Background: an optimization exercise with open tools, aiming at small area. Do not read the settings as production practice. The RTL was checked by simulation tests, not by an equivalence proof against the original design. Power figures rest on the tool's default switching activity, not on a simulated workload.

==> flow/design.v <==
`timescale 1ns/100ps
module matrix_alu (
	input  logic [3:0] x0,
	input  logic [3:0] y0,
	input  logic [3:0] x1,
	input  logic [3:0] y1,
	input  logic [3:0] x2,
	input  logic [3:0] y2,
	input  logic [3:0] x3,
	input  logic [3:0] y3,
	input  logic [3:0] x4,
	input  logic [3:0] y4,
	input  logic [3:0] e,
	output logic [8:0] val
);
	logic p0_w0, p0_w1a, p0_w1b, p0_w2a, p0_w2b, p0_w2c, p0_w3a, p0_w3b, p0_w4, p0_w5, p0_w6, p1_w0, p1_w1a, p1_w1b, p1_w2a, p1_w2b, p1_w2c, p1_w3a, p1_w3b, p1_w4, p1_w5, p1_w6, p2_w0, p2_w1a, p2_w1b, p2_w2a, p2_w2b, p2_w2c, p2_w3a, p2_w3b, p2_w4, p2_w5, p2_w6, p3_w0, p3_w1a, p3_w1b, p3_w2a, p3_w2b, p3_w2c, p3_w3a, p3_w3b, p3_w4, p3_w5, p3_w6, p4_w0, p4_w1a, p4_w1b, p4_w2a, p4_w2b, p4_w2c, p4_w3a, p4_w3b, p4_w4, p4_w5, p4_w6, fs0, fc0, fs1, fc1, hs0, hc0, fs2, fc2, fs3, fc3, fs4, fc4, fs5, fc5, fs6, fc6, fs7, fc7, hs1, hc1, fs8, fc8, fs9, fc9, fs10, fc10, fs11, fc11, fs12, fc12, fs13, fc13, fs14, fc14, fs15, fc15, fs16, fc16, fs17, fc17, fs18, fc18, fs19, fc19, fs20, fc20, fs21, fc21, fs22, fc22, fs23, fc23, fs24, fc24, fs25, fc25, fs26, fc26, fs27, fc27, fs28, fc28, hs2, hc2, fs29, fc29, fs30, fc30, fs31, fc31, fs32, fc32, fs33, fc33, fs34, fc34, fs35, fc35, hs3, hc3, fs36, fc36, fs37, fc37, fs38, fc38, fs39, fc39, fs40, fc40, fs41, fc41, fs42, fc42, fs43, fc43, fs44, fc44, fs45, fc45, fs46, fc46, fs47, fc47, fs48, fc48, hs4, hc4;
	assign p0_w0 = x0[0] & y0[0];
	assign p0_w1a = x0[0] & y0[1];
	assign p0_w1b = x0[1] & y0[0];
	assign p0_w2a = x0[0] & y0[2];
	assign p0_w2b = x0[1] & y0[1];
	assign p0_w2c = x0[2] & y0[0];
	assign p0_w3a = (x0[0] & y0[3]) | (x0[1] & y0[2]);
	assign p0_w3b = (x0[3] & y0[0]) | (x0[2] & y0[1]);
	assign p0_w4 = (x0[1] & y0[3]) | (x0[2] & y0[2]) | (x0[3] & y0[1]);
	assign p0_w5 = (x0[2] & y0[3]) | (x0[3] & y0[2]);
	assign p0_w6 = x0[3] & y0[3];
	assign p1_w0 = x1[0] & y1[0];
	assign p1_w1a = x1[0] & y1[1];
	assign p1_w1b = x1[1] & y1[0];
	assign p1_w2a = x1[0] & y1[2];
	assign p1_w2b = x1[1] & y1[1];
	assign p1_w2c = x1[2] & y1[0];
	assign p1_w3a = (x1[0] & y1[3]) | (x1[1] & y1[2]);
	assign p1_w3b = (x1[3] & y1[0]) | (x1[2] & y1[1]);
	assign p1_w4 = (x1[1] & y1[3]) | (x1[2] & y1[2]) | (x1[3] & y1[1]);
	assign p1_w5 = (x1[2] & y1[3]) | (x1[3] & y1[2]);
	assign p1_w6 = x1[3] & y1[3];
	assign p2_w0 = x2[0] & y2[0];
	assign p2_w1a = x2[0] & y2[1];
	assign p2_w1b = x2[1] & y2[0];
	assign p2_w2a = x2[0] & y2[2];
	assign p2_w2b = x2[1] & y2[1];
	assign p2_w2c = x2[2] & y2[0];
	assign p2_w3a = (x2[0] & y2[3]) | (x2[1] & y2[2]);
	assign p2_w3b = (x2[3] & y2[0]) | (x2[2] & y2[1]);
	assign p2_w4 = (x2[1] & y2[3]) | (x2[2] & y2[2]) | (x2[3] & y2[1]);
	assign p2_w5 = (x2[2] & y2[3]) | (x2[3] & y2[2]);
	assign p2_w6 = x2[3] & y2[3];
	assign p3_w0 = x3[0] & y3[0];
	assign p3_w1a = x3[0] & y3[1];
	assign p3_w1b = x3[1] & y3[0];
	assign p3_w2a = x3[0] & y3[2];
	assign p3_w2b = x3[1] & y3[1];
	assign p3_w2c = x3[2] & y3[0];
	assign p3_w3a = (x3[0] & y3[3]) | (x3[1] & y3[2]);
	assign p3_w3b = (x3[3] & y3[0]) | (x3[2] & y3[1]);
	assign p3_w4 = (x3[1] & y3[3]) | (x3[2] & y3[2]) | (x3[3] & y3[1]);
	assign p3_w5 = (x3[2] & y3[3]) | (x3[3] & y3[2]);
	assign p3_w6 = x3[3] & y3[3];
	assign p4_w0 = x4[0] & y4[0];
	assign p4_w1a = x4[0] & y4[1];
	assign p4_w1b = x4[1] & y4[0];
	assign p4_w2a = x4[0] & y4[2];
	assign p4_w2b = x4[1] & y4[1];
	assign p4_w2c = x4[2] & y4[0];
	assign p4_w3a = (x4[0] & y4[3]) | (x4[1] & y4[2]);
	assign p4_w3b = (x4[3] & y4[0]) | (x4[2] & y4[1]);
	assign p4_w4 = (x4[1] & y4[3]) | (x4[2] & y4[2]) | (x4[3] & y4[1]);
	assign p4_w5 = (x4[2] & y4[3]) | (x4[3] & y4[2]);
	assign p4_w6 = x4[3] & y4[3];
	assign fs0 = e[0] ^ p0_w0 ^ p1_w0;
	assign fc0 = (e[0] & p0_w0) | (e[0] & p1_w0) | (p0_w0 & p1_w0);
	assign fs1 = p2_w0 ^ p3_w0 ^ p4_w0;
	assign fc1 = (p2_w0 & p3_w0) | (p2_w0 & p4_w0) | (p3_w0 & p4_w0);
	assign hs0 = fs0 ^ fs1;
	assign hc0 = fs0 & fs1;
	assign fs2 = e[1] ^ p0_w1a ^ p0_w1b;
	assign fc2 = (e[1] & p0_w1a) | (e[1] & p0_w1b) | (p0_w1a & p0_w1b);
	assign fs3 = p1_w1a ^ p1_w1b ^ p2_w1a;
	assign fc3 = (p1_w1a & p1_w1b) | (p1_w1a & p2_w1a) | (p1_w1b & p2_w1a);
	assign fs4 = p2_w1b ^ p3_w1a ^ p3_w1b;
	assign fc4 = (p2_w1b & p3_w1a) | (p2_w1b & p3_w1b) | (p3_w1a & p3_w1b);
	assign fs5 = p4_w1a ^ p4_w1b ^ fc0;
	assign fc5 = (p4_w1a & p4_w1b) | (p4_w1a & fc0) | (p4_w1b & fc0);
	assign fs6 = fc1 ^ fs2 ^ fs3;
	assign fc6 = (fc1 & fs2) | (fc1 & fs3) | (fs2 & fs3);
	assign fs7 = fs4 ^ hc0 ^ fs5;
	assign fc7 = (fs4 & hc0) | (fs4 & fs5) | (hc0 & fs5);
	assign hs1 = fs6 ^ fs7;
	assign hc1 = fs6 & fs7;
	assign fs8 = e[2] ^ p0_w2a ^ p0_w2b;
	assign fc8 = (e[2] & p0_w2a) | (e[2] & p0_w2b) | (p0_w2a & p0_w2b);
	assign fs9 = p0_w2c ^ p1_w2a ^ p1_w2b;
	assign fc9 = (p0_w2c & p1_w2a) | (p0_w2c & p1_w2b) | (p1_w2a & p1_w2b);
	assign fs10 = p1_w2c ^ p2_w2a ^ p2_w2b;
	assign fc10 = (p1_w2c & p2_w2a) | (p1_w2c & p2_w2b) | (p2_w2a & p2_w2b);
	assign fs11 = p2_w2c ^ p3_w2a ^ p3_w2b;
	assign fc11 = (p2_w2c & p3_w2a) | (p2_w2c & p3_w2b) | (p3_w2a & p3_w2b);
	assign fs12 = p3_w2c ^ p4_w2a ^ p4_w2b;
	assign fc12 = (p3_w2c & p4_w2a) | (p3_w2c & p4_w2b) | (p4_w2a & p4_w2b);
	assign fs13 = p4_w2c ^ fc2 ^ fc3;
	assign fc13 = (p4_w2c & fc2) | (p4_w2c & fc3) | (fc2 & fc3);
	assign fs14 = fc4 ^ fs10 ^ fs11;
	assign fc14 = (fc4 & fs10) | (fc4 & fs11) | (fs10 & fs11);
	assign fs15 = fs12 ^ fs8 ^ fs9;
	assign fc15 = (fs12 & fs8) | (fs12 & fs9) | (fs8 & fs9);
	assign fs16 = fc5 ^ fc6 ^ fs13;
	assign fc16 = (fc5 & fc6) | (fc5 & fs13) | (fc6 & fs13);
	assign fs17 = fs14 ^ fs15 ^ fc7;
	assign fc17 = (fs14 & fs15) | (fs14 & fc7) | (fs15 & fc7);
	assign fs18 = fs16 ^ hc1 ^ fs17;
	assign fc18 = (fs16 & hc1) | (fs16 & fs17) | (hc1 & fs17);
	assign fs19 = e[3] ^ p0_w3a ^ p0_w3b;
	assign fc19 = (e[3] & p0_w3a) | (e[3] & p0_w3b) | (p0_w3a & p0_w3b);
	assign fs20 = p1_w3a ^ p1_w3b ^ p2_w3a;
	assign fc20 = (p1_w3a & p1_w3b) | (p1_w3a & p2_w3a) | (p1_w3b & p2_w3a);
	assign fs21 = p2_w3b ^ p3_w3a ^ p3_w3b;
	assign fc21 = (p2_w3b & p3_w3a) | (p2_w3b & p3_w3b) | (p3_w3a & p3_w3b);
	assign fs22 = p4_w3a ^ p4_w3b ^ fc10;
	assign fc22 = (p4_w3a & p4_w3b) | (p4_w3a & fc10) | (p4_w3b & fc10);
	assign fs23 = fc11 ^ fc12 ^ fc8;
	assign fc23 = (fc11 & fc12) | (fc11 & fc8) | (fc12 & fc8);
	assign fs24 = fc9 ^ fs19 ^ fs20;
	assign fc24 = (fc9 & fs19) | (fc9 & fs20) | (fs19 & fs20);
	assign fs25 = fs21 ^ fc13 ^ fc14;
	assign fc25 = (fs21 & fc13) | (fs21 & fc14) | (fc13 & fc14);
	assign fs26 = fc15 ^ fs22 ^ fs23;
	assign fc26 = (fc15 & fs22) | (fc15 & fs23) | (fs22 & fs23);
	assign fs27 = fs24 ^ fc16 ^ fs25;
	assign fc27 = (fs24 & fc16) | (fs24 & fs25) | (fc16 & fs25);
	assign fs28 = fs26 ^ fc17 ^ fs27;
	assign fc28 = (fs26 & fc17) | (fs26 & fs27) | (fc17 & fs27);
	assign hs2 = fc18 ^ fs28;
	assign hc2 = fc18 & fs28;
	assign fs29 = p0_w4 ^ p1_w4 ^ p2_w4;
	assign fc29 = (p0_w4 & p1_w4) | (p0_w4 & p2_w4) | (p1_w4 & p2_w4);
	assign fs30 = p3_w4 ^ p4_w4 ^ fc19;
	assign fc30 = (p3_w4 & p4_w4) | (p3_w4 & fc19) | (p4_w4 & fc19);
	assign fs31 = fc20 ^ fc21 ^ fs29;
	assign fc31 = (fc20 & fc21) | (fc20 & fs29) | (fc21 & fs29);
	assign fs32 = fc22 ^ fc23 ^ fc24;
	assign fc32 = (fc22 & fc23) | (fc22 & fc24) | (fc23 & fc24);
	assign fs33 = fs30 ^ fs31 ^ fc25;
	assign fc33 = (fs30 & fs31) | (fs30 & fc25) | (fs31 & fc25);
	assign fs34 = fc26 ^ fs32 ^ fc27;
	assign fc34 = (fc26 & fs32) | (fc26 & fc27) | (fs32 & fc27);
	assign fs35 = fs33 ^ fc28 ^ fs34;
	assign fc35 = (fs33 & fc28) | (fs33 & fs34) | (fc28 & fs34);
	assign hs3 = hc2 ^ fs35;
	assign hc3 = hc2 & fs35;
	assign fs36 = p0_w5 ^ p1_w5 ^ p2_w5;
	assign fc36 = (p0_w5 & p1_w5) | (p0_w5 & p2_w5) | (p1_w5 & p2_w5);
	assign fs37 = p3_w5 ^ p4_w5 ^ fc29;
	assign fc37 = (p3_w5 & p4_w5) | (p3_w5 & fc29) | (p4_w5 & fc29);
	assign fs38 = fs36 ^ fc30 ^ fc31;
	assign fc38 = (fs36 & fc30) | (fs36 & fc31) | (fc30 & fc31);
	assign fs39 = fs37 ^ fc32 ^ fs38;
	assign fc39 = (fs37 & fc32) | (fs37 & fs38) | (fc32 & fs38);
	assign fs40 = fc33 ^ fs39 ^ fc34;
	assign fc40 = (fc33 & fs39) | (fc33 & fc34) | (fs39 & fc34);
	assign fs41 = fc35 ^ fs40 ^ hc3;
	assign fc41 = (fc35 & fs40) | (fc35 & hc3) | (fs40 & hc3);
	assign fs42 = p0_w6 ^ p1_w6 ^ p2_w6;
	assign fc42 = (p0_w6 & p1_w6) | (p0_w6 & p2_w6) | (p1_w6 & p2_w6);
	assign fs43 = p3_w6 ^ p4_w6 ^ fc36;
	assign fc43 = (p3_w6 & p4_w6) | (p3_w6 & fc36) | (p4_w6 & fc36);
	assign fs44 = fs42 ^ fc37 ^ fs43;
	assign fc44 = (fs42 & fc37) | (fs42 & fs43) | (fc37 & fs43);
	assign fs45 = fc38 ^ fs44 ^ fc39;
	assign fc45 = (fc38 & fs44) | (fc38 & fc39) | (fs44 & fc39);
	assign fs46 = fs45 ^ fc40 ^ fc41;
	assign fc46 = (fs45 & fc40) | (fs45 & fc41) | (fc40 & fc41);
	assign fs47 = fc42 ^ fc43 ^ fc44;
	assign fc47 = (fc42 & fc43) | (fc42 & fc44) | (fc43 & fc44);
	assign fs48 = fs47 ^ fc45 ^ fc46;
	assign fc48 = (fs47 & fc45) | (fs47 & fc46) | (fc45 & fc46);
	assign hs4 = fc47 ^ fc48;
	assign hc4 = fc47 & fc48;
	assign val = {hs4, fs48, fs46, fs41, hs3, hs2, fs18, hs1, hs0};
endmodule
`timescale 1ns/100ps
module matrix_calc_top (
	input  logic       clk,
	input  logic       rst_n,
	input  logic       rx_valid,
	input  logic [7:0] rx_data,
	input  logic [7:0] command,
	input  logic [7:0] scalar_in,
	input  logic       confirm,
	input  logic       tx_busy,
	output logic       tx_start,
	output logic [7:0] tx_data,
	output logic       busy,
	output logic       error,
	output logic       timer_active
);
	localparam logic [1:0] GET_M = 2'd0, GET_N = 2'd1, GET_ELEM = 2'd2;
	logic [1:0]  ld_state;
	logic [2:0]  m1_q, n1_q;      
	logic [2:0]  lr, lc;          
	logic        slot;            
	logic        wr_en;
	logic        load_error;
	logic [99:0] stage;           
	logic        dim_ok, elem_ok, lc_last, lr_last, elem_in;
	logic [2:0]  rx_dim1;
	assign dim_ok  = (rx_data != 8'd0) && (rx_data <= 8'd5);
	assign elem_ok = rx_data <= 8'd9;
	assign rx_dim1 = rx_data[2:0] - 3'd1;
	assign lc_last = (lc == n1_q);
	assign lr_last = (lr == m1_q);
	assign elem_in = rx_valid && elem_ok && ld_state == GET_ELEM;
	always_ff @(posedge clk or negedge rst_n) begin
		if (!rst_n) begin
			ld_state   <= GET_M;
			slot       <= 1'b0;
			wr_en      <= 1'b0;
			load_error <= 1'b0;
		end else begin
			wr_en      <= 1'b0;
			load_error <= 1'b0;
			if (wr_en)
				slot <= ~slot;
			if (rx_valid) begin
				case (ld_state)
					GET_M: begin
						if (dim_ok)
							ld_state <= GET_N;
						else
							load_error <= 1'b1;
					end
					GET_N: begin
						load_error <= !dim_ok;
						ld_state <= dim_ok ? GET_ELEM : GET_M;
					end
					default: begin
						if (!elem_ok) begin
							load_error <= 1'b1;
							ld_state <= GET_M;
						end else if (lr_last && lc_last) begin
							wr_en <= 1'b1;
							ld_state <= GET_M;
						end
					end
				endcase
			end
		end
	end
	always_ff @(posedge clk) begin
		if (rx_valid && ld_state == GET_M)
			m1_q <= rx_dim1;
		if (rx_valid && ld_state == GET_N) begin
			n1_q <= rx_dim1;
			lr <= '0;
			lc <= '0;
		end else if (elem_in) begin
			if (lc_last) begin
				lc <= '0;
				lr <= lr + 3'd1;
			end else begin
				lc <= lc + 3'd1;
			end
		end
		for (int i = 0; i < 5; i++)
			for (int j = 0; j < 5; j++)
				if (elem_in && lr == i && lc == j)
					stage[4*(5*i+j) +: 4] <= rx_data[3:0];
	end
	logic [99:0] a_d, b_d;        
	logic [2:0]  a_m1, a_n1, b_m1, b_n1;
	logic        a_valid, b_valid;
	always_ff @(posedge clk or negedge rst_n) begin
		if (!rst_n) begin
			a_valid <= 1'b0;
			b_valid <= 1'b0;
		end else if (wr_en) begin
			if (slot) b_valid <= 1'b1;
			else      a_valid <= 1'b1;
		end
	end
	always_ff @(posedge clk) begin
		if (wr_en && !slot) begin
			a_m1 <= m1_q;
			a_n1 <= n1_q;
			a_d  <= stage;
		end
		if (wr_en && slot) begin
			b_m1 <= m1_q;
			b_n1 <= n1_q;
			b_d  <= stage;
		end
	end
	localparam logic [3:0]
		S_IDLE   = 4'd0,
		S_ERR    = 4'd1,
		S_CHKOK  = 4'd2,    
		S_CHKBAD = 4'd3,    
		S_START  = 4'd4,    
		S_RUN    = 4'd5,    
		S_DONE   = 4'd6,    
		S_FAIL   = 4'd7,    
		S_SSTART = 4'd8,    
		S_SEND   = 4'd9,    
		S_SDONE  = 4'd10;   
	localparam logic [1:0] OP_T = 2'd0, OP_S = 2'd1, OP_A = 2'd2, OP_M = 2'd3;
	logic [3:0] state, next_state;
	logic [1:0] op;
	logic [3:0] scalar;
	logic       load_err_q;
	logic [2:0] r, c, k, k_inc;
	logic       gap;
	logic       fit, k_last, c_last, r_last, t_end, bad_in;
	logic [2:0] rm1, rn1;
	always_comb begin
		case (op)
			OP_T, OP_S: fit = a_valid;
			OP_A:       fit = a_valid && b_valid && a_m1 == b_m1 && a_n1 == b_n1;
			default:    fit = a_valid && b_valid && a_n1 == b_m1;
		endcase
	end
	assign rm1    = (op == OP_T) ? a_n1 : a_m1;
	assign rn1    = (op == OP_T) ? a_m1 : (op == OP_M) ? b_n1 : a_n1;
	assign k_last = (op != OP_M) || (k == a_n1);
	assign c_last = (c == rn1);
	assign r_last = (r == rm1);
	assign t_end  = (c == 3'd6) && (k == 3'd0);
	assign k_inc  = k + 3'd1;
	assign bad_in = command[2] || (command[1:0] == OP_S && scalar_in > 8'd9);
	assign tx_start = (state == S_SEND) && !gap && !tx_busy;
	always_comb begin
		next_state = state;
		case (state)
			S_IDLE: begin
				if (load_error || load_err_q)
					next_state = S_ERR;
				else if (confirm)
					next_state = bad_in ? S_CHKBAD : S_CHKOK;
			end
			S_CHKOK:  next_state = S_START;
			S_CHKBAD: next_state = S_ERR;
			S_START:  next_state = fit ? S_RUN : S_FAIL;
			S_RUN:    if (k_last && c_last && r_last) next_state = S_DONE;
			S_DONE:   next_state = S_SSTART;
			S_FAIL:   next_state = S_ERR;
			S_SSTART: next_state = S_SEND;
			S_SEND:   if (tx_start && k[1:0] == 2'd3 && c_last && r_last) next_state = S_SDONE;
			S_SDONE:  next_state = S_IDLE;
			S_ERR:    if (t_end) next_state = S_IDLE;
			default:  next_state = S_IDLE;
		endcase
	end
	always_ff @(posedge clk) begin
		if (state == S_IDLE && confirm) begin
			op     <= command[1:0];
			scalar <= scalar_in[3:0];
		end
	end
	always_ff @(posedge clk or negedge rst_n) begin
		if (!rst_n) begin
			state      <= S_IDLE;
			load_err_q <= 1'b0;
			r          <= '0;
			c          <= '0;
			k          <= '0;
			gap        <= 1'b0;
		end else begin
			state <= next_state;
			gap   <= tx_start;
			if (state == S_IDLE)
				load_err_q <= 1'b0;
			else if (load_error && state != S_ERR)
				load_err_q <= 1'b1;
			case (state)
				S_RUN: begin
					if (!k_last) begin
						k <= k_inc;
					end else begin
						k <= '0;
						if (c_last) begin
							c <= '0;
							r <= r_last ? 3'd0 : r + 3'd1;
						end else begin
							c <= c + 3'd1;
						end
					end
				end
				S_SEND: begin
					if (tx_start) begin
						k <= (k[1:0] == 2'd3) ? 3'd2 : k_inc;
						if (k[1:0] == 2'd3) begin
							if (c_last) begin
								c <= '0;
								r <= r + 3'd1;
							end else begin
								c <= c + 3'd1;
							end
						end
					end
				end
				S_SDONE: begin
					r <= '0;
					c <= '0;
					k <= '0;
				end
				S_ERR: begin
					if (t_end) begin
						c <= '0;
						k <= '0;
					end else begin
						k <= k_inc;
						if (k == 3'd7)
							c <= c + 3'd1;
					end
				end
				default: ;
			endcase
		end
	end
	assign busy         = (state != S_IDLE) && (state != S_ERR);
	assign error        = (state == S_ERR) && !t_end;
	assign timer_active = error;
	logic [2:0]  ri, ji;
	logic [19:0] arow;
	logic [3:0]  ar [5];
	logic [3:0]  bc [5];
	logic [3:0]  aj, bj, ys;
	logic [3:0]  x [5];
	logic [3:0]  y [5];
	logic [3:0]  e;
	logic        mult;
	logic [8:0]  val, val_q;
	logic [2:0]  dim1;
	assign mult = (op == OP_M);
	assign ri   = (op == OP_T) ? c : r;
	assign ji   = (op == OP_T) ? r : c;
	assign ys   = (op == OP_S) ? scalar : 4'd1;
	always_comb begin
		case (ri)
			3'd0:    arow = a_d[19:0];
			3'd1:    arow = a_d[39:20];
			3'd2:    arow = a_d[59:40];
			3'd3:    arow = a_d[79:60];
			default: arow = a_d[99:80];
		endcase
		for (int q = 0; q < 5; q++) begin
			ar[q] = arow[4*q +: 4];
			case (c)
				3'd0:    bc[q] = b_d[20*q +: 4];
				3'd1:    bc[q] = b_d[20*q+4 +: 4];
				3'd2:    bc[q] = b_d[20*q+8 +: 4];
				3'd3:    bc[q] = b_d[20*q+12 +: 4];
				default: bc[q] = b_d[20*q+16 +: 4];
			endcase
		end
		case (ji)
			3'd0:    aj = ar[0];
			3'd1:    aj = ar[1];
			3'd2:    aj = ar[2];
			3'd3:    aj = ar[3];
			default: aj = ar[4];
		endcase
		case (r)
			3'd0:    bj = bc[0];
			3'd1:    bj = bc[1];
			3'd2:    bj = bc[2];
			3'd3:    bj = bc[3];
			default: bj = bc[4];
		endcase
		x[0] = mult ? ar[0] : aj;
		y[0] = mult ? bc[0] : ys;
		for (int q = 1; q < 5; q++) begin
			x[q] = (mult && q <= a_n1) ? ar[q] : 4'd0;
			y[q] = bc[q];
		end
		e = (op == OP_A) ? bj : 4'd0;
	end
	matrix_alu u_dot (.x0(x[0]), .y0(y[0]), .x1(x[1]), .y1(y[1]), .x2(x[2]), .y2(y[2]),
		.x3(x[3]), .y3(y[3]), .x4(x[4]), .y4(y[4]), .e, .val);
	always_ff @(posedge clk)
		val_q <= val;
	assign dim1 = k[0] ? rn1 : rm1;
	always_comb begin
		if (!k[1])
			tx_data = {5'd0, dim1 + 3'd1};
		else if (!k[0])
			tx_data = {7'd0, val_q[8]};
		else
			tx_data = val_q[7:0];
	end
endmodule
==> flow/flow/run.sh <==
#!/bin/bash
# The standard layout with two changes to synthesis, made in a copy of ORFS's
# scripts: the logic is mapped with an area-oriented ABC script
# (flow/abc_area.script) in place of ORFS's, and Yosys's generic "abc -fast"
# inside "synth -run fine:" is skipped, so that extract_fa sees the adder
# network as written. Registers come out exactly as in the standard synthesis.
# Ports are buffered with the smallest buffer. Every other step is standard.
set -euo pipefail
here=$(pwd)
rm -rf "$here/scripts"
cp -r "$FLOW_HOME/scripts" "$here/scripts"
cp "$here/flow/abc_area.script" "$here/scripts/abc_area.script"
sed -i 's/synth -top \$::env(DESIGN_NAME) -run fine:/synth -noabc -top $::env(DESIGN_NAME) -run fine:/' \
	"$here/scripts/synth.tcl"
grep -n "synth -noabc" "$here/scripts/synth.tcl" > "$here/synth_patch.log" 2>&1 || true
bash standard.sh SCRIPTS_DIR="$here/scripts" \
	BUFFER_PORTS_ARGS="-buffer_cell sky130_fd_sc_hd__buf_1" finish > "$here/orfs_make.log" 2>&1
==> flow/flow/abc_area.script <==
strash
dc2
&get -n
&dch -f
&nf -R 1000
&put
strash
&get -n
&dch -f
&nf -R 1000
&put
topo
==> flow/standard.sh <==
#!/bin/bash
# synth_recipe.tcl (not shown) runs the flow's synth.tcl, then flattens the netlist and writes it again
# the make line also repeats each setting of config.mk as NAME=value (left out here)
make -C /OpenROAD-flow-scripts/flow DESIGN_CONFIG=/design/flow/config.mk WORK_HOME=/design/flow/orfs CLKGATE_MAP_FILE= SYNTH_SCRIPT=/design/flow/synth_recipe.tcl "${@:-finish}"
==> flow/config.mk <==
export PLATFORM = sky130hd
export DESIGN_NAME = matrix_calc_top
export DESIGN_NICKNAME = matrix_calc_top
export VERILOG_FILES = /design/flow/design.v
export SDC_FILE = /design/flow/constraint.sdc
export NUM_CORES = 4
export LEC_CHECK = 0
export ABC_AREA = 1
export CAP_MARGIN = 20
export CORE_MARGIN = 2
export CORE_UTILIZATION = 40
export CTS_CLUSTER_DIAMETER = 100
export CTS_CLUSTER_SIZE = 30
export SLEW_MARGIN = 20
==> flow/constraint.sdc <==
create_clock -name core_clock -period 11.0 [get_ports {clk}]
set_input_delay 2.2000 -clock core_clock [delete_from_list [all_inputs] [get_ports {clk}]]
set_output_delay 2.2000 -clock core_clock [all_outputs]
set_load 0.01 [all_outputs]
==> results.sh, run 1 <==
export IMPL_status="finished clean"
export IMPL_r2r_end="val_q[8]"
export IMPL_slew_violations=0
export IMPL_grt_pass1_wl_microns=53680
export IMPL_area_growth_pct=10.24
export IMPL_arrival_ps=8610
export IMPL_core_sq_um=37490
export IMPL_async_flop_share_pct=6.094
export IMPL_fmax_mhz=122.0
export IMPL_start_util_pct=40.38
export IMPL_antenna_found_initial=0
export IMPL_postCtsHoldBufs=0
export IMPL_cp_max_fo=20
export IMPL_drcViolationCount=0
export IMPL_drv_cap=0
export IMPL_fin_crit_sh_pct=74.53
export IMPL_grtUsageTotal_pct=18.67
export IMPL_min_delay_path_depth=0
export IMPL_hp_class="reg -> reg"
export IMPL_n_fill_cell=3380
export IMPL_synth_area_sq_um=15140
export IMPL_tightest_slew_ps=1076
export IMPL_synth_main_ff_cell="edfxtp_1"
export IMPL_ir_worst_vdd_uv=157.8
export IMPL_crit_start="op[1]"
export IMPL_preCtsSetupSlack_ps=2874
export IMPL_setup_violations_final=0
export IMPL_worst_path_most_repeated_cell="fa_1"
export IMPL_cts_reportedPaths_clkPinSlew_ps=100
export IMPL_crit_buf_inv=1
export IMPL_path_delay_family="adder cells"
export IMPL_relSlewSlack_pct=28.24
export IMPL_place_hpwl_microns=25710
export IMPL_post_place_cells=1566
export IMPL_numClockSinks=361
export IMPL_synth_cell_type_count=45
export IMPL_timing_hold_ws_ps=437.7
export IMPL_synth_avg_cell_area_sq_um=15.08
export IMPL_clockBufferDepth=3
export IMPL_cts_resized=0
export IMPL_ios=41
export IMPL_cts_tree="built"
export IMPL_num_vias=8742
export IMPL_die_width_microns=198.5
export IMPL_clock_latency_ps=560
export IMPL_fin_cells=1598
export IMPL_grt_ovfl_total=0
export IMPL_setup_ws_ps=2801
export IMPL_synth_top_area_share_pct=64.27
export IMPL_fin_nets=1183
export IMPL_cp_end_kind="flip-flop"
export IMPL_yosysWarnings=9
export IMPL_routed_wl_microns=36670
export IMPL_worstHoldStart="stage[35]"
export IMPL_drt_first_iter_violations=970
export IMPL_path_cells="nor2_1 -> buf_4 -> mux2i_1 -> and3_1 -> a222oi_1 -> nand2_1 -> a221oi_1 -> nand2_1 -> o21a_1 -> a21oi_1 -> nor2_1 -> fa_1 -> fa_1 -> fa_1 -> fa_1 -> fa_1 -> fa_1 -> ha_1 -> fa_1 -> fa_1 -> fa_1 -> xor2_1"
export IMPL_dieArea_sq_um=39420
export IMPL_min_to="a_d[35]"
export IMPL_worst_clock_skew_ps=46.13
export IMPL_tns_ps=0
export IMPL_synth_seq_area_share_pct=69.89
export IMPL_htree_levels=1
export IMPL_cts_buffers=18
export IMPL_critPathSlowestCell="and3_1"
export IMPL_synth_edff_count=324
export IMPL_grt_pass1_vias=8663
export IMPL_multi_input_area_sq_um=4491
export IMPL_die_y_microns=198.5
export IMPL_hold_viol=0
export IMPL_io_buffers=35
export IMPL_firstDrtPassIters=5
export IMPL_cts_setup_buffers=0
export IMPL_leakage_nw=5.672
export IMPL_path_class="reg -> reg"
export IMPL_synth_seq_cells=361
export IMPL_required_ps=11410
export IMPL_grt_max_degree=60
export IMPL_ant_nets=0
export IMPL_placed_area_sq_um=16080
export IMPL_yosys_top_cells_area="edfxtp_1 (64%), fa_1 (6.5%), dfrtp_1 (3.6%)"
export IMPL_start_kind="flip-flop"
export IMPL_vias_per_cell=5.471
export IMPL_p_per_area_nw_per_um2=249.9
export IMPL_r2r_cells=22
export IMPL_routedWlPerCell_microns=22.95
export IMPL_fin_crit_ps=8199
export IMPL_rrSetupSlack_ps=2800
export IMPL_syn_inst=1004
export IMPL_yosys_area_top_type="edfxtp_1"
export IMPL_num_antenna_cells=0
export IMPL_design_area_sq_um=16690
export IMPL_rsz0062_at_grt="no"
export IMPL_place_congestion=0.8672
export IMPL_syn_nets=1112
export IMPL_drive_above_1_share_pct=4.508
export IMPL_rr_startpoint="op[1]"
export IMPL_regArea_sq_um=10580
export IMPL_cpPeakStageDelay_ps=620
export IMPL_rows=71
export IMPL_cts_root_buf="clkbuf_16"
==> state kept, by name, indices dropped and copies added, names as in the netlist, 4 cells and up <==
register / flops
stage: 100
state: 4
b_d: 100
scalar: 4
val_q: 9
a_d: 100
==> worst register-to-register path: stages, from the launching register on <==
cell and delay [ps]:
edfxtp_1 500, nor2_1 130, buf_4 260, mux2i_1 270, and3_1 620, a222oi_1 540, nand2_1 250, a221oi_1 340
nand2_1 90, o21a_1 140, a21oi_1 380, nor2_1 120, fa_1 420, fa_1 510, fa_1 480, fa_1 400
fa_1 500, fa_1 490, ha_1 230, fa_1 420, fa_1 430, fa_1 410, xor2_1 150
==> cell usage in the layout, fill, tap and decap left out, drive strengths merged, types with 9 or more instances in the layout <==
master  count
mux2i      11
nor2       95
buf        52
a21oi      62
xnor2       9
edfxtp    324
nand2      75
xor2       12
ha         30
o21ai      28
nor2b       9
nand2b     25
a22oi      39
a222oi     19
fa         49
dfrtp      22
and3       12
nor3       13
o22ai      27
clkbuf     27
clkinv     33
nand3      26
dfxtp      15
==> cell type report <==
type / count / share of cell area [%]
inverters: 29 / 0.6523
clock buffers: 27 / 2.901
repair buffers: 52 / 1.552
flip-flops and latches: 361 / 63.40
clock inverters: 5 / 0.7572
multi-input cells: 613 / 26.91
well taps: 511 / 3.831
==> worst max path at each step <==
stage	endpoint	slack [ps]	cells after the start
floorplan	val_q[8]	2670	19
global placement	val_q[8]	2930	22
detailed placement	val_q[8]	2870	22
CTS	val_q[8]	2830	22
global route	val_q[8]	2450	22
finish	val_q[8]	2800	22
==> stage by stage <==
step	utilization [%]	total power [mW]
finish	44.52	4.170
global route	44.52	4.459
CTS	44.52	4.208
detailed placement	42.89	3.420
global placement	42.89	3.365
floorplan	-	2.797
==> cells by family (layout without fill, tap and decap cells) <==
group,after synthesis,in the layout,synth area share (%)
xor+xnor,21,21,1.215
simple gates,282,282,8.621
buf+inv,30,113,0.7686
mux,13,13,0.8761
flops,361,361,69.89
fa+ha+maj,79,79,8.959
compound gates,218,218,9.670
==> per-layer routing <==
metal / vias to the layer above / part of all wire, % / global-route usage, % / wire length [microns]
li1: 3978 / - / - / -
met1: 4430 / 45 / 26.59 / 16420
met2: 288 / 48 / 30.97 / 17420
met3: 46 / 5.1 / 1.746 / 1886
met4: 0 / 2.6 / 4.837 / 947
met5: - / 0 / 0 / 0
==> power by group <==
group / switching, mW / total [mW] / internal [mW]
clock: 0.466 / 0.799 / 0.333
sequential: 0.0656 / 1.61 / 1.55
combinational: 1.12 / 1.76 / 0.639
total: 1.65 / 4.17 / 2.52
==> cells in the mapped netlist (2+ instances only) <==
master,instances
mux2i_1,11
o21ai_0,28
nand3b_1,5
o31ai_1,2
nor2b_1,9
o221ai_1,2
and3_1,12
a221o_1,6
nand2_1,75
a22o_1,6
clkinv_1,29
a31oi_1,5
or2_0,6
a21oi_1,62
a22oi_1,39
nand2b_1,25
fa_1,49
nor4_1,4
dfxtp_1,15
ha_1,30
o21a_1,4
o22ai_1,27
nor3_1,13
a222oi_1,19
xor2_1,12
nor2_1,95
a221oi_1,6
a311oi_1,3
dfrtp_1,22
xnor2_1,9
edfxtp_1,324
o22a_1,6
and2_0,6
mux2_1,2
nand3_1,26
==> inputs of run 2 (changes only) <==
--- a/flow/config.mk
+++ b/flow/config.mk
@@ -9,6 +9,4 @@
 export CAP_MARGIN = 20
 export CORE_MARGIN = 2
 export CORE_UTILIZATION = 40
-export CTS_CLUSTER_DIAMETER = 100
-export CTS_CLUSTER_SIZE = 30
 export SLEW_MARGIN = 20
==> run 2 against run 1 <==
Effect of this change: setup slack better by 22 ps; via count grew 1.3%; clock skew fell by 27 ps; final cell count is 2.4% higher; synthesized cell count did not move; critical endpoint unchanged; first-iteration DRC count down 2.6%; synthesized area is the same; design area rose by 3.5%; register-to-register slack improved by 20 ps; clock power is 54% higher; total power rose by 10%; largest power group unchanged; still clean on timing, DRC and antenna; critical path type unchanged.
==> results.sh, run 2 <==
export IMPL_slew_violations=0
export IMPL_fin_crit_sh_pct=74.33
export IMPL_cts_tree="built"
export IMPL_tns_ps=0
export IMPL_start_util_pct=40.38
export IMPL_dieArea_sq_um=39420
export IMPL_cts_reportedPaths_clkPinSlew_ps=60
export IMPL_status="finished clean"
export IMPL_worst_clock_skew_ps=19.15
export IMPL_required_ps=11430
export IMPL_clockBufferDepth=3
export IMPL_die_width_microns=198.5
export IMPL_firstDrtPassIters=5
export IMPL_p_switching_mw=1.720
export IMPL_routed_wl_microns=37170
export IMPL_core_sq_um=37490
export IMPL_drcViolationCount=0
export IMPL_io_buffers=35
export IMPL_ant_nets=0
export IMPL_cts_resized=0
export IMPL_synth_area_sq_um=15140
export IMPL_finalPower_mw=4.606
export IMPL_relSlewSlack_pct=29.25
export IMPL_postCtsHoldBufs=0
export IMPL_numClockSinks=361
export IMPL_routedWlPerCell_microns=22.72
export IMPL_clkPwrFrac_pct=26.8
export IMPL_timing_hold_ws_ps=436.3
export IMPL_fin_crit_ps=8176
export IMPL_fmax_mhz=122.3
export IMPL_rsz0062_at_grt="no"
export IMPL_synth_seq_cells=361
export IMPL_hold_viol=0
export IMPL_final_common_cell="edfxtp_1"
export IMPL_synth_edff_count=324
export IMPL_n_fill_cell=3330
export IMPL_yosys_area_top_type="edfxtp_1"
export IMPL_drt_first_iter_violations=945
export IMPL_synth_seq_area_share_pct=69.89
export IMPL_place_congestion=0.8672
export IMPL_ys_top_cells_by_count="edfxtp_1 (324), nor2_1 (95), nand2_1 (75)"
export IMPL_hp_class="reg -> reg"
export IMPL_ir_worst_vdd_uv=157.3
export IMPL_die_y_microns=198.5
export IMPL_cts_root_buf="clkbuf_16"
export IMPL_internal_power_mw=2.885
export IMPL_cp_end_kind="flip-flop"
export IMPL_worstHoldStart="gap"
export IMPL_grt_pass1_wl_microns=54680
export IMPL_cp_max_fo=20
export IMPL_rr_startpoint="op[1]"
export IMPL_power_share_switching_pct=37.35
export IMPL_synth_main_ff_cell="edfxtp_1"
export IMPL_crit_start="op[1]"
export IMPL_start_kind="flip-flop"
export IMPL_tightest_slew_ps=1061
export IMPL_comb_power_share_pct=38.2
export IMPL_num_antenna_cells=0
export IMPL_drive_above_1_share_pct=6.933
export IMPL_drv_cap=0
export IMPL_ios=41
export IMPL_synth_top_area_share_pct=64.27
export IMPL_leakage_nw=5.976
export IMPL_preCtsSetupSlack_ps=2874
export IMPL_cts_buffers=38
export IMPL_syn_inst=1004
export IMPL_final_cell_mix="edfxtp_1 (324), nor2_1 (95), nand2_1 (75)"
export IMPL_yosysMostFrequentCell="edfxtp_1"
export IMPL_path_class="reg -> reg"
export IMPL_area_growth_pct=14.13
export IMPL_htree_levels=2
export IMPL_arrival_ps=8600
export IMPL_place_hpwl_microns=25710
export IMPL_yosysWarnings=9
export IMPL_cts_setup_buffers=0
export IMPL_syn_nets=1112
export IMPL_grt_max_degree=60
export IMPL_pwr_share_seq_pct=35.0
export IMPL_synth_avg_cell_area_sq_um=15.08
export IMPL_reg_top3="a_d x100, b_d x100, stage x100"
export IMPL_grtUsageTotal_pct=19.11
export IMPL_async_flop_share_pct=6.094
export IMPL_clock_latency_ps=550
export IMPL_rows=71
export IMPL_fin_nets=1203
export IMPL_yosys_top_cells_area="edfxtp_1 (64%), fa_1 (6.5%), dfrtp_1 (3.6%)"
export IMPL_antenna_found_initial=0
export IMPL_grt_pass1_vias=8839
export IMPL_vias_per_cell=5.411
export IMPL_num_vias=8852
export IMPL_p_per_area_nw_per_um2=266.6
export IMPL_setup_ws_ps=2824
export IMPL_setup_violations_final=0
export IMPL_grt_ovfl_total=0
export IMPL_synth_cell_type_count=45
==> run 2: stage by stage <==
stage | instances | cell area (sq um) | util (%)
floorplan | 1004 | 15140 | -
global placement | 1566 | 16080 | 42.89
detailed placement | 1566 | 16080 | 42.89
CTS | 1636 | 17280 | 46.09
global route | 1636 | 17280 | 46.09
finish | 1636 | 17280 | 46.09
==> run 2: power groups by stage <==
| stage | logic (mW) | registers, mW | clock network [mW] |
|---|---|---|---|
| floorplan | 1.18 | 1.62 | 0 |
| global placement | 1.73 | 1.64 | 0 |
| detailed placement | 1.78 | 1.64 | 0 |
| CTS | 1.78 | 1.61 | 1.26 |
| global route | 1.99 | 1.62 | 1.31 |
| finish | 1.76 | 1.61 | 1.23 |
==> run 2: cell type report <==
type | count | area, sq um | area share, %
Inverter | 29 | 108.9 | 0.6301
Timing Repair Buffer | 52 | 259.0 | 1.499
Tap cell | 511 | 639.4 | 3.701
Sequential cell | 361 | 10580 | 61.24
Clock inverter | 24 | 207.7 | 1.202
Multi-Input combinational cell | 613 | 4491 | 25.99
Clock buffer | 46 | 991.0 | 5.736
==> run 2: final timing paths <==
path | end | slack (ps) | cells past startpoint
hold / removal | gap | 440 | 1
setup / recovery | val_q[8] | 2820 | 22
hold reg to reg | gap | 440 | 1
setup reg to reg | val_q[8] | 2820 | 22
max in group asynchronous | c[2] | 9120 | 2
min in group asynchronous | k[2] | 1630 | 2
==> run 2: cell families after synthesis <==
logic type	count (synthesis)	share of synthesized area, %
AO/OA/AOI/OAI	218	9.670
flip-flops	361	69.89
AND/OR/NAND/NOR	282	8.621
buffers and inverters	30	0.7686
XOR/XNOR	21	1.215
multiplexers	13	0.8761
adder cells (fa/ha/maj)	79	8.959
==> run 2: worst max-delay path, stage by stage, from the launching register on <==
cell      delay [ps]
edfxtp_1         490
nor2_1           130
buf_4            260
mux2i_1          620
and3_1           940
a222oi_1         250
nand2_1          280
a221oi_1         110
nand2_1           90
o21a_1           130
a21oi_1          150
nor2_1           180
fa_1             460
fa_1             440
fa_1             450
fa_1             400
fa_1             500
fa_1             490
ha_1             230
fa_1             420
fa_1             430
fa_1             410
xor2_1           160
==> run 2: metal layers <==
layer	wire length (microns)	track usage, %	vias up
li1	-	-	4049
met1	16520	26.86	4470
met2	17650	31.24	277
met3	2094	2.458	56
met4	898	5.721	0
met5	0	0	-
==> inputs of run 3 (changes only) <==
--- a/flow/flow/run.sh
+++ b/flow/flow/run.sh
@@ -4,7 +4,8 @@
 # (flow/abc_area.script) in place of ORFS's, and Yosys's generic "abc -fast"
 # inside "synth -run fine:" is skipped, so that extract_fa sees the adder
 # network as written. Registers come out exactly as in the standard synthesis.
-# Ports are buffered with the smallest buffer. Every other step is standard.
+# Ports are buffered with the smallest buffer; clock tree synthesis uses
+# larger sink clusters and no dummy loads. Every other step is standard.
 set -euo pipefail
 here=$(pwd)
 rm -rf "$here/scripts"
@@ -14,4 +15,5 @@
 	"$here/scripts/synth.tcl"
 grep -n "synth -noabc" "$here/scripts/synth.tcl" > "$here/synth_patch.log" 2>&1 || true
 bash standard.sh SCRIPTS_DIR="$here/scripts" \
+	CTS_ARGS="-sink_clustering_enable -repair_clock_nets -dont_use_dummy_load -sink_clustering_size 24 -sink_clustering_max_diameter 100" \
 	BUFFER_PORTS_ARGS="-buffer_cell sky130_fd_sc_hd__buf_1" finish > "$here/orfs_make.log" 2>&1
--- a/flow/config.mk
+++ b/flow/config.mk
@@ -9,4 +9,6 @@
 export CAP_MARGIN = 20
 export CORE_MARGIN = 2
 export CORE_UTILIZATION = 40
+export CTS_CLUSTER_DIAMETER = 100
+export CTS_CLUSTER_SIZE = 24
 export SLEW_MARGIN = 20
==> run 3 against run 2 <==
Effect of this change: critical path type unchanged; synthesized area unchanged; final cell count decreased by 3.0%; fmax about the same; clock power shrank 39%; die area stayed put; sequential power about the same; design area down 3.9%.
==> results.sh, run 3 <==
export IMPL_final_cell_mix="edfxtp_1 (324), nor2_1 (95), nand2_1 (75)"
export IMPL_fin_nets=1186
export IMPL_setup_violations_final=0
export IMPL_cts_reportedPaths_clkPinSlew_ps=90
export IMPL_cts_tree="built"
export IMPL_p_per_area_nw_per_um2=248.2
export IMPL_min_delay_path_depth=0
export IMPL_synth_edff_count=324
export IMPL_leakage_nw=5.648
export IMPL_tightest_slew_ps=1045
export IMPL_grt_pass1_vias=8663
export IMPL_r2r_cells=22
export IMPL_cts_resized=0
export IMPL_synth_area_sq_um=15140
export IMPL_reg_top3="a_d x100, b_d x100, stage x100"
export IMPL_synth_cell_type_count=45
export IMPL_vias_per_cell=5.480
export IMPL_drive_above_1_share_pct=4.368
export IMPL_syn_inst=1004
export IMPL_postCtsHoldBufs=0
export IMPL_worstHoldStart="stage[35]"
export IMPL_path_cells="nor2_1 -> buf_4 -> mux2i_1 -> and3_1 -> a222oi_1 -> nand2_1 -> a221oi_1 -> nand2_1 -> o21a_1 -> a21oi_1 -> nor2_1 -> fa_1 -> fa_1 -> fa_1 -> fa_1 -> fa_1 -> fa_1 -> ha_1 -> fa_1 -> fa_1 -> fa_1 -> xor2_1"
export IMPL_relSlewSlack_pct=30.34
export IMPL_synth_fa_ha_area_share_pct=8.959
export IMPL_firstDrtPassIters=5
export IMPL_rr_startpoint="op[1]"
export IMPL_ir_worst_vdd_uv=156.5
export IMPL_hold_viol=0
export IMPL_antenna_found_initial=0
export IMPL_ys_top_cells_by_count="edfxtp_1 (324), nor2_1 (95), nand2_1 (75)"
export IMPL_start_util_pct=40.38
export IMPL_fin_cells=1587
export IMPL_yosysWarnings=9
export IMPL_cpPeakStageDelay_ps=950
export IMPL_routedWlPerCell_microns=23.01
export IMPL_num_antenna_cells=0
export IMPL_fin_crit_ps=8180
export IMPL_setup_ws_ps=2820
export IMPL_core_sq_um=37490
export IMPL_synth_simple_area_share_pct=8.621
export IMPL_r2r_end="val_q[8]"
export IMPL_rrSetupSlack_ps=2820
export IMPL_critPathSlowestCell="and3_1"
export IMPL_clockBufferDepth=3
export IMPL_area_growth_pct=9.678
export IMPL_die_y_microns=198.5
export IMPL_synth_avg_cell_area_sq_um=15.08
export IMPL_fmax_mhz=122.3
export IMPL_tns_ps=0
export IMPL_rows=71
export IMPL_path_class="reg -> reg"
export IMPL_finalPower_mw=4.121
export IMPL_yosys_area_share_xor_xnor_pct=1.215
export IMPL_arrival_ps=8560
export IMPL_cp_max_fo=20
export IMPL_status="finished clean"
export IMPL_num_vias=8697
export IMPL_htree_levels=1
export IMPL_drv_cap=0
export IMPL_worst_clock_skew_ps=60.33
export IMPL_yosysMostFrequentCell="edfxtp_1"
export IMPL_synth_compound_area_share_pct=9.670
export IMPL_yosys_top_cells_area="edfxtp_1 (64%), fa_1 (6.5%), dfrtp_1 (3.6%)"
export IMPL_synth_seq_area_share_pct=69.89
export IMPL_synth_seq_cells=361
export IMPL_die_width_microns=198.5
export IMPL_slew_violations=0
export IMPL_numClockSinks=361
export IMPL_ios=41
export IMPL_worst_path_most_repeated_cell="fa_1"
export IMPL_syn_nets=1112
export IMPL_synth_top_family_by_area="compound AO/OA/AOI/OAI gates"
export IMPL_hp_class="reg -> reg"
export IMPL_cts_buffers=21
export IMPL_yosys_mux_area_fraction_pct=0.8761
export IMPL_place_hpwl_microns=25710
export IMPL_synth_top_area_share_pct=64.27
export IMPL_dieArea_sq_um=39420
export IMPL_grt_max_degree=60
export IMPL_cts_setup_buffers=0
export IMPL_start_kind="flip-flop"
export IMPL_cp_end_kind="flip-flop"
export IMPL_min_to="b_d[35]"
export IMPL_drcViolationCount=0
export IMPL_cts_root_buf="clkbuf_16"
export IMPL_io_buffers=35
export IMPL_preCtsSetupSlack_ps=2874
export IMPL_required_ps=11380
export IMPL_grt_ovfl_total=0
export IMPL_fin_crit_sh_pct=74.36
export IMPL_yosys_area_top_type="edfxtp_1"
export IMPL_post_place_cells=1566
export IMPL_rsz0062_at_grt="no"
export IMPL_clock_latency_ps=560
export IMPL_final_common_cell="edfxtp_1"
export IMPL_synth_main_ff_cell="edfxtp_1"
export IMPL_grt_pass1_wl_microns=53700
export IMPL_grtUsageTotal_pct=18.74
export IMPL_ant_nets=0
export IMPL_drt_first_iter_violations=991
export IMPL_place_congestion=0.8672
export IMPL_async_flop_share_pct=6.094
export IMPL_routed_wl_microns=36510
==> run 3: cell counts after synthesis <==
Identical to the previous run, type by type.
==> run 3: cells by family (layout without fill, tap and decap cells) <==
logic type	after synthesis	after routing
DFF	361	361
xor gates and xnor gates	21	21
and+or+nand+nor	282	282
muxes	13	13
AOI/OAI and AO/OA	218	218
buffers and inverters	30	102
adders and majority gates	79	79
==> run 3: per-layer routing <==
metal / track usage (%) / vias to the layer above / routed length, microns
met4: 4.450 / 0 / 831
met1: 26.51 / 4410 / 16270
met5: 0 / - / 0
met2: 31.02 / 265 / 17390
li1: - / 3978 / -
met3: 2.357 / 44 / 2016
==> run 3: how the worst max path moves through the flow <==
| stage | startpoint | to | slack [ps] | depth (start not counted) |
|---|---|---|---|---|
| 2_1_floorplan | op[1] | val_q[8] | 2670 | 19 |
| 3_3_place_gp | op[1] | val_q[8] | 2930 | 22 |
| 3_5_place_dp | op[1] | val_q[8] | 2870 | 22 |
| 4_1_cts | op[1] | val_q[8] | 2850 | 22 |
| 5_1_grt | op[1] | val_q[8] | 2470 | 22 |
| 6_report | op[1] | val_q[8] | 2820 | 22 |
==> run 3: area by class of cell <==
| class | count | area [sq um] |
|---|---|---|
| fillers | 3379 | 20890 |
| clock buffers | 21 | 525.5 |
| repair buffers | 52 | 259.0 |
| flip-flops and latches | 361 | 10580 |
| well taps | 511 | 639.4 |
| inverters | 29 | 108.9 |
| multi-input cells | 613 | 4491 |
==> run 3: report_power, final <==
part	internal [mW]	switching, mW	total [mW]
combinational	0.639	1.12	1.76
sequential	1.55	0.0660	1.61
clock	0.340	0.413	0.753
total	2.52	1.60	4.12
==> run 3: metrics by stage <==
step / cell area (sq um) / utilization (%) / hold slack [ps]
after global routing: 16600 / 44.29 / 405.1
after detailed placement: 16080 / 42.89 / 423.5
after floorplan: 15140 / - / 421.5
after CTS: 16600 / 44.29 / 396.9
after global placement: 16080 / 42.89 / 424.6
final: 16600 / 44.29 / 394.1
==> run 3: worst max-delay path: cells and delay by family, from the launching register on <==
kind	cells	cell delay, ps
AOI/OAI and AO/OA	4	650
buffers and inverters	1	260
DFF	1	490
adders and majority gates	10	4220
and+or+nand+nor	5	1630
xor gates and xnor gates	1	160
muxes	1	620
==> inputs of run 4 (changes only) <==
--- a/flow/design.v
+++ b/flow/design.v
@@ -197,19 +197,20 @@
 );
 	localparam logic [1:0] GET_M = 2'd0, GET_N = 2'd1, GET_ELEM = 2'd2;
 	logic [1:0]  ld_state;
-	logic [2:0]  m1_q, n1_q;      
+	logic [2:0]  m_q, n_q;
 	logic [2:0]  lr, lc;          
+	logic [2:0]  lr_inc, lc_inc;
 	logic        slot;            
 	logic        wr_en;
 	logic        load_error;
 	logic [99:0] stage;           
 	logic        dim_ok, elem_ok, lc_last, lr_last, elem_in;
-	logic [2:0]  rx_dim1;
 	assign dim_ok  = (rx_data != 8'd0) && (rx_data <= 8'd5);
 	assign elem_ok = rx_data <= 8'd9;
-	assign rx_dim1 = rx_data[2:0] - 3'd1;
-	assign lc_last = (lc == n1_q);
-	assign lr_last = (lr == m1_q);
+	assign lr_inc  = lr + 3'd1;
+	assign lc_inc  = lc + 3'd1;
+	assign lc_last = (lc_inc == n_q);
+	assign lr_last = (lr_inc == m_q);
 	assign elem_in = rx_valid && elem_ok && ld_state == GET_ELEM;
 	always_ff @(posedge clk or negedge rst_n) begin
 		if (!rst_n) begin
@@ -249,17 +250,17 @@
 	end
 	always_ff @(posedge clk) begin
 		if (rx_valid && ld_state == GET_M)
-			m1_q <= rx_dim1;
+			m_q <= rx_data[2:0];
 		if (rx_valid && ld_state == GET_N) begin
-			n1_q <= rx_dim1;
+			n_q <= rx_data[2:0];
 			lr <= '0;
 			lc <= '0;
 		end else if (elem_in) begin
 			if (lc_last) begin
 				lc <= '0;
-				lr <= lr + 3'd1;
+				lr <= lr_inc;
 			end else begin
-				lc <= lc + 3'd1;
+				lc <= lc_inc;
 			end
 		end
 		for (int i = 0; i < 5; i++)
@@ -268,7 +269,7 @@
 					stage[4*(5*i+j) +: 4] <= rx_data[3:0];
 	end
 	logic [99:0] a_d, b_d;        
-	logic [2:0]  a_m1, a_n1, b_m1, b_n1;
+	logic [2:0]  a_m, a_n, b_m, b_n;
 	logic        a_valid, b_valid;
 	always_ff @(posedge clk or negedge rst_n) begin
 		if (!rst_n) begin
@@ -281,13 +282,13 @@
 	end
 	always_ff @(posedge clk) begin
 		if (wr_en && !slot) begin
-			a_m1 <= m1_q;
-			a_n1 <= n1_q;
+			a_m <= m_q;
+			a_n <= n_q;
 			a_d  <= stage;
 		end
 		if (wr_en && slot) begin
-			b_m1 <= m1_q;
-			b_n1 <= n1_q;
+			b_m <= m_q;
+			b_n <= n_q;
 			b_d  <= stage;
 		end
 	end
@@ -308,24 +309,26 @@
 	logic [1:0] op;
 	logic [3:0] scalar;
 	logic       load_err_q;
-	logic [2:0] r, c, k, k_inc;
+	logic [2:0] r, c, k, r_inc, c_inc, k_inc;
 	logic       gap;
 	logic       fit, k_last, c_last, r_last, t_end, bad_in;
-	logic [2:0] rm1, rn1;
+	logic [2:0] rm, rn;
 	always_comb begin
 		case (op)
 			OP_T, OP_S: fit = a_valid;
-			OP_A:       fit = a_valid && b_valid && a_m1 == b_m1 && a_n1 == b_n1;
-			default:    fit = a_valid && b_valid && a_n1 == b_m1;
+			OP_A:       fit = a_valid && b_valid && a_m == b_m && a_n == b_n;
+			default:    fit = a_valid && b_valid && a_n == b_m;
 		endcase
 	end
-	assign rm1    = (op == OP_T) ? a_n1 : a_m1;
-	assign rn1    = (op == OP_T) ? a_m1 : (op == OP_M) ? b_n1 : a_n1;
-	assign k_last = (op != OP_M) || (k == a_n1);
-	assign c_last = (c == rn1);
-	assign r_last = (r == rm1);
-	assign t_end  = (c == 3'd6) && (k == 3'd0);
+	assign rm     = (op == OP_T) ? a_n : a_m;
+	assign rn     = (op == OP_T) ? a_m : (op == OP_M) ? b_n : a_n;
+	assign r_inc  = r + 3'd1;
+	assign c_inc  = c + 3'd1;
 	assign k_inc  = k + 3'd1;
+	assign k_last = (op != OP_M) || (k_inc == a_n);
+	assign c_last = (c_inc == rn);
+	assign r_last = (r_inc == rm);
+	assign t_end  = (c == 3'd6) && (k == 3'd0);
 	assign bad_in = command[2] || (command[1:0] == OP_S && scalar_in > 8'd9);
 	assign tx_start = (state == S_SEND) && !gap && !tx_busy;
 	always_comb begin
@@ -350,6 +353,8 @@
 			default:  next_state = S_IDLE;
 		endcase
 	end
+	always_ff @(posedge clk)
+		gap <= tx_start;
 	always_ff @(posedge clk) begin
 		if (state == S_IDLE && confirm) begin
 			op     <= command[1:0];
@@ -363,10 +368,8 @@
 			r          <= '0;
 			c          <= '0;
 			k          <= '0;
-			gap        <= 1'b0;
 		end else begin
 			state <= next_state;
-			gap   <= tx_start;
 			if (state == S_IDLE)
 				load_err_q <= 1'b0;
 			else if (load_error && state != S_ERR)
@@ -379,9 +382,9 @@
 						k <= '0;
 						if (c_last) begin
 							c <= '0;
-							r <= r_last ? 3'd0 : r + 3'd1;
+							r <= r_last ? 3'd0 : r_inc;
 						end else begin
-							c <= c + 3'd1;
+							c <= c_inc;
 						end
 					end
 				end
@@ -391,9 +394,9 @@
 						if (k[1:0] == 2'd3) begin
 							if (c_last) begin
 								c <= '0;
-								r <= r + 3'd1;
+								r <= r_inc;
 							end else begin
-								c <= c + 3'd1;
+								c <= c_inc;
 							end
 						end
 					end
@@ -410,7 +413,7 @@
 					end else begin
 						k <= k_inc;
 						if (k == 3'd7)
-							c <= c + 3'd1;
+							c <= c_inc;
 					end
 				end
 				default: ;
@@ -430,7 +433,6 @@
 	logic [3:0]  e;
 	logic        mult;
 	logic [8:0]  val, val_q;
-	logic [2:0]  dim1;
 	assign mult = (op == OP_M);
 	assign ri   = (op == OP_T) ? c : r;
 	assign ji   = (op == OP_T) ? r : c;
@@ -470,7 +472,7 @@
 		x[0] = mult ? ar[0] : aj;
 		y[0] = mult ? bc[0] : ys;
 		for (int q = 1; q < 5; q++) begin
-			x[q] = (mult && q <= a_n1) ? ar[q] : 4'd0;
+			x[q] = (mult && q < a_n) ? ar[q] : 4'd0;
 			y[q] = bc[q];
 		end
 		e = (op == OP_A) ? bj : 4'd0;
@@ -479,10 +481,9 @@
 		.x3(x[3]), .y3(y[3]), .x4(x[4]), .y4(y[4]), .e, .val);
 	always_ff @(posedge clk)
 		val_q <= val;
-	assign dim1 = k[0] ? rn1 : rm1;
 	always_comb begin
 		if (!k[1])
-			tx_data = {5'd0, dim1 + 3'd1};
+			tx_data = {5'd0, k[0] ? rn : rm};
 		else if (!k[0])
 			tx_data = {7'd0, val_q[8]};
 		else
==> flow/flow/run.sh (replaced) <==
#!/bin/bash
# The standard layout with two changes to synthesis, made in a copy of ORFS's
# scripts: the logic is mapped with an area-oriented ABC script
# (flow/abc_area.script) in place of ORFS's, and Yosys's generic "abc -fast"
# inside "synth -run fine:" is skipped, so that extract_fa sees the adder
# network as written. Registers come out exactly as in the standard synthesis.
# Ports are buffered with the smallest buffer. Every other step is standard.
set -euo pipefail
here=$(pwd)
rm -rf "$here/scripts"
cp -r "$FLOW_HOME/scripts" "$here/scripts"
cp "$here/flow/abc_area.script" "$here/scripts/abc_area.script"
sed -i 's/synth -top \$::env(DESIGN_NAME) -run fine:/synth -noabc -top $::env(DESIGN_NAME) -run fine:/' \
	"$here/scripts/synth.tcl"
grep -n "synth -noabc" "$here/scripts/synth.tcl" > "$here/synth_patch.log" 2>&1 || true
bash standard.sh SCRIPTS_DIR="$here/scripts" \
	BUFFER_PORTS_ARGS="-buffer_cell sky130_fd_sc_hd__buf_1" finish > "$here/orfs_make.log" 2>&1
==> run 4 against run 3 <==
Effect of this change: register-to-register slack better by 150 ps; highest routed layer unchanged; combinational power fell by 13%; total power is 3.6% lower; first-iteration DRC count shrank 6.0%; largest power group is now sequential cells; via count rose by 0.18%; final cell count rose by 0.69%; critical endpoint unchanged; clock-buffer cell count is 12 higher.
==> results.sh, run 4 <==
export IMPL_fin_nets=1177
export IMPL_cts_buffers=21
export IMPL_synth_main_ff_cell="edfxtp_1"
export IMPL_vias_per_cell=5.452
export IMPL_die_width_microns=198.1
export IMPL_clkPwrFrac_pct=21.2
export IMPL_placed_area_sq_um=16020
export IMPL_synth_compound_area_share_pct=9.021
export IMPL_p_switching_mw=1.517
export IMPL_yosys_area_top_type="edfxtp_1"
export IMPL_synth_seq_area_share_pct=70.21
export IMPL_ios=41
export IMPL_postCtsHoldBufs=0
export IMPL_worst_clock_skew_ps=30.50
export IMPL_firstDrtPassIters=6
export IMPL_core_sq_um=37400
export IMPL_cp_max_fo=22
export IMPL_cts_setup_buffers=0
export IMPL_fin_crit_ps=8032
export IMPL_area_growth_pct=10.77
export IMPL_ant_nets=0
export IMPL_final_common_cell="edfxtp_1"
export IMPL_cts_resized=0
export IMPL_io_buffers=35
export IMPL_pwr_share_seq_pct=40.0
export IMPL_syn_nets=1100
export IMPL_synth_edff_count=324
export IMPL_place_hpwl_microns=26120
export IMPL_setup_violations_final=0
export IMPL_drcViolationCount=0
export IMPL_internal_power_mw=2.455
export IMPL_tns_ps=0
export IMPL_grt_max_degree=65
export IMPL_syn_inst=995
export IMPL_hold_viol=0
export IMPL_clock_latency_ps=560
export IMPL_grt_pass1_vias=8599
export IMPL_comb_power_share_pct=38.8
export IMPL_yosysMostFrequentCell="edfxtp_1"
export IMPL_place_congestion=0.9066
export IMPL_clockBufferDepth=3
export IMPL_synth_simple_area_share_pct=8.871
export IMPL_yosys_mux_area_fraction_pct=0.9718
export IMPL_arrival_ps=8490
export IMPL_routedWlPerCell_microns=23.22
export IMPL_synth_seq_cells=361
export IMPL_rsz0062_at_grt="no"
export IMPL_start_util_pct=40.28
export IMPL_leakage_nw=5.624
export IMPL_grt_ovfl_total=0
export IMPL_status="finished clean"
export IMPL_slew_violations=0
export IMPL_routed_wl_microns=37110
export IMPL_cts_reportedPaths_clkPinSlew_ps=100
export IMPL_fmax_mhz=124.5
export IMPL_ys_top_cells_by_count="edfxtp_1 (324), nor2_1 (107), nand2_1 (90)"
export IMPL_ir_worst_vdd_uv=103.3
export IMPL_cts_root_buf="clkbuf_16"
export IMPL_num_antenna_cells=0
export IMPL_grt_pass1_wl_microns=54470
export IMPL_synth_fa_ha_area_share_pct=8.755
export IMPL_die_y_microns=198.1
export IMPL_drv_cap=0
export IMPL_yosysWarnings=9
export IMPL_p_per_area_nw_per_um2=238.0
export IMPL_cts_tree="built"
export IMPL_drive_above_1_share_pct=4.968
export IMPL_synth_area_sq_um=15060
export IMPL_fin_crit_sh_pct=73.02
export IMPL_setup_ws_ps=2968
export IMPL_grtUsageTotal_pct=19.10
export IMPL_synth_avg_cell_area_sq_um=15.14
export IMPL_rows=71
export IMPL_synth_top_family_by_area="compound AO/OA/AOI/OAI gates"
export IMPL_design_area_sq_um=16690
export IMPL_cp_end_kind="flip-flop"
export IMPL_hp_class="reg -> reg"
export IMPL_htree_levels=1
export IMPL_preCtsSetupSlack_ps=2979
export IMPL_reg_top3="a_d x100, b_d x100, stage x100"
export IMPL_async_flop_share_pct=5.817
export IMPL_path_class="reg -> reg"
export IMPL_tightest_slew_ps=935.4
export IMPL_numClockSinks=361
export IMPL_synth_top_area_share_pct=64.59
export IMPL_synth_cell_type_count=46
export IMPL_n_fill_cell=3359
export IMPL_dieArea_sq_um=39230
export IMPL_num_vias=8713
export IMPL_relSlewSlack_pct=37.64
export IMPL_power_share_switching_pct=38.20
export IMPL_start_kind="flip-flop"
export IMPL_drt_first_iter_violations=932
export IMPL_yosys_top_cells_area="edfxtp_1 (65%), fa_1 (6.5%), dfrtp_1 (3.5%)"
export IMPL_antenna_found_initial=0
export IMPL_final_cell_mix="edfxtp_1 (324), nor2_1 (107), nand2_1 (90)"
export IMPL_required_ps=11460
export IMPL_yosys_area_share_xor_xnor_pct=1.628
-- run 4: changes by cell type in the layout (fill, tap and decap cells not counted), sizes merged, moves of 4 or more --
cell    previous run  this run
a21oi             62        43
nand2             75        90
nand3             26        22
clkinv            29        22
a211oi             0         5
nand2b            25        15
a221oi             6         0
clkbuf            21        33
nor2              95       107
a222oi            19        23
xnor2              9        19
o21ai             28        34
-- run 4: area by class of cell --
class                      instances  area [sq um]  share of cell area (%)
multi-input combinational        613          4449                   26.66
clock inverter                     5         95.09                  0.5699
clock buffer                      33         570.5                   3.419
sequential                       361         10580                   63.38
inverter                          20         75.07                  0.4499
timing repair buffer              55         281.5                   1.687
tap                              511         639.4                   3.832
-- run 4: final timing paths --
path	startpoint	cells after the start	end	slack, ps
setup / recovery	op[1]	21	val_q[8]	2970
hold / removal	gap	1	gap	430
setup reg to reg	op[1]	21	val_q[8]	2970
hold reg to reg	gap	1	gap	430
max in group asynchronous	rst_n	2	load_error	9170
min in group asynchronous	rst_n	2	state[0]	1590
-- run 4: power by group through the flow --
stage / clock [mW] / sequential [mW] / combinational (mW)
final: 0.841 / 1.59 / 1.54
after global routing: 0.901 / 1.60 / 1.72
after CTS: 0.858 / 1.59 / 1.55
after detailed placement: 0 / 1.62 / 1.54
after global placement: 0 / 1.62 / 1.52
after floorplan: 0 / 1.60 / 0.999
-- run 4: layer usage --
metal | up-vias | track usage, % | routed length [microns]
met3 | 65 | 2.862 | 2224
li1 | 3963 | - | -
met2 | 302 | 30.50 | 17250
met1 | 4383 | 27.14 | 16460
met5 | - | 0 | 0
met4 | 0 | 5.820 | 1176
-- run 4: cells by family (layout without fill, tap and decap cells) --
group / Yosys count / after routing
AO/OA/AOI/OAI: 199 / 199
XOR/XNOR: 28 / 28
adder cells (fa/ha/maj): 76 / 76
buffers and inverters: 21 / 113
flip-flops: 361 / 361
multiplexers: 13 / 13
AND/OR/NAND/NOR: 297 / 297
-- run 4: worst max-delay path, cell delays in order, from the launching register on --
cell      delay (ps)
edfxtp_1         500
nor2_1           140
buf_4            250
mux2_1           350
buf_4            240
nor3_4           730
buf_4            290
a22oi_1          120
nand3_1          240
nand3_1          210
nor2_1           210
fa_1             480
fa_1             480
fa_1             500
fa_1             450
fa_1             500
fa_1             490
ha_1             230
fa_1             410
fa_1             420
fa_1             410
xor2_1           260
-- run 4: through the flow --
step           power [mW]  utilization, %  instances  hold slack (ps)
3_5_place_dp        3.165           42.84       1560            410.8
2_1_floorplan       2.598               -        995            421.5
6_report            3.972           44.62       1598            425.3
5_1_grt             4.223           44.62       1598            451.9
4_1_cts             4.003           44.62       1598            426.2
3_3_place_gp        3.143           42.84       1560            408.9

## static timing again, ports no longer ideal
How much do the figures lean on ideal ports? The routed layouts below were timed once more, with nothing changed but the port constraints. Step 1, drivers: a clkbuf_16 drives clk and a buf_2 each remaining input, both assumed. Step 2, shift: input delay + t, output delay - t, t = (earliest + latest rising clock arrival at the registers) / 2. This alone moves slack from input paths to output paths. Three values: ideal, step 1, step 2; two values: the first two.
| run | shift t [ns] | slack for setup (ns) | worst setup path at the end | clock arrival spread, ns | cell pins on the clock port's net |
|---|---|---|---|---|---|
| run 1 | 0.586 | 2.801 / 2.801 / 2.801 | register to register | 0.046 / 0.046 | 1 |
| run 2 | 0.586 | 2.824 / 2.824 / 2.824 | register to register | 0.020 / 0.020 | 1 |
| run 3 | 0.575 | 2.820 / 2.820 / 2.820 | register to register | 0.060 / 0.060 | 1 |
| run 4 | 0.593 | 2.968 / 2.968 / 2.968 | register to register | 0.032 / 0.031 | 1 |
After both steps setup and hold are still met in every run listed.
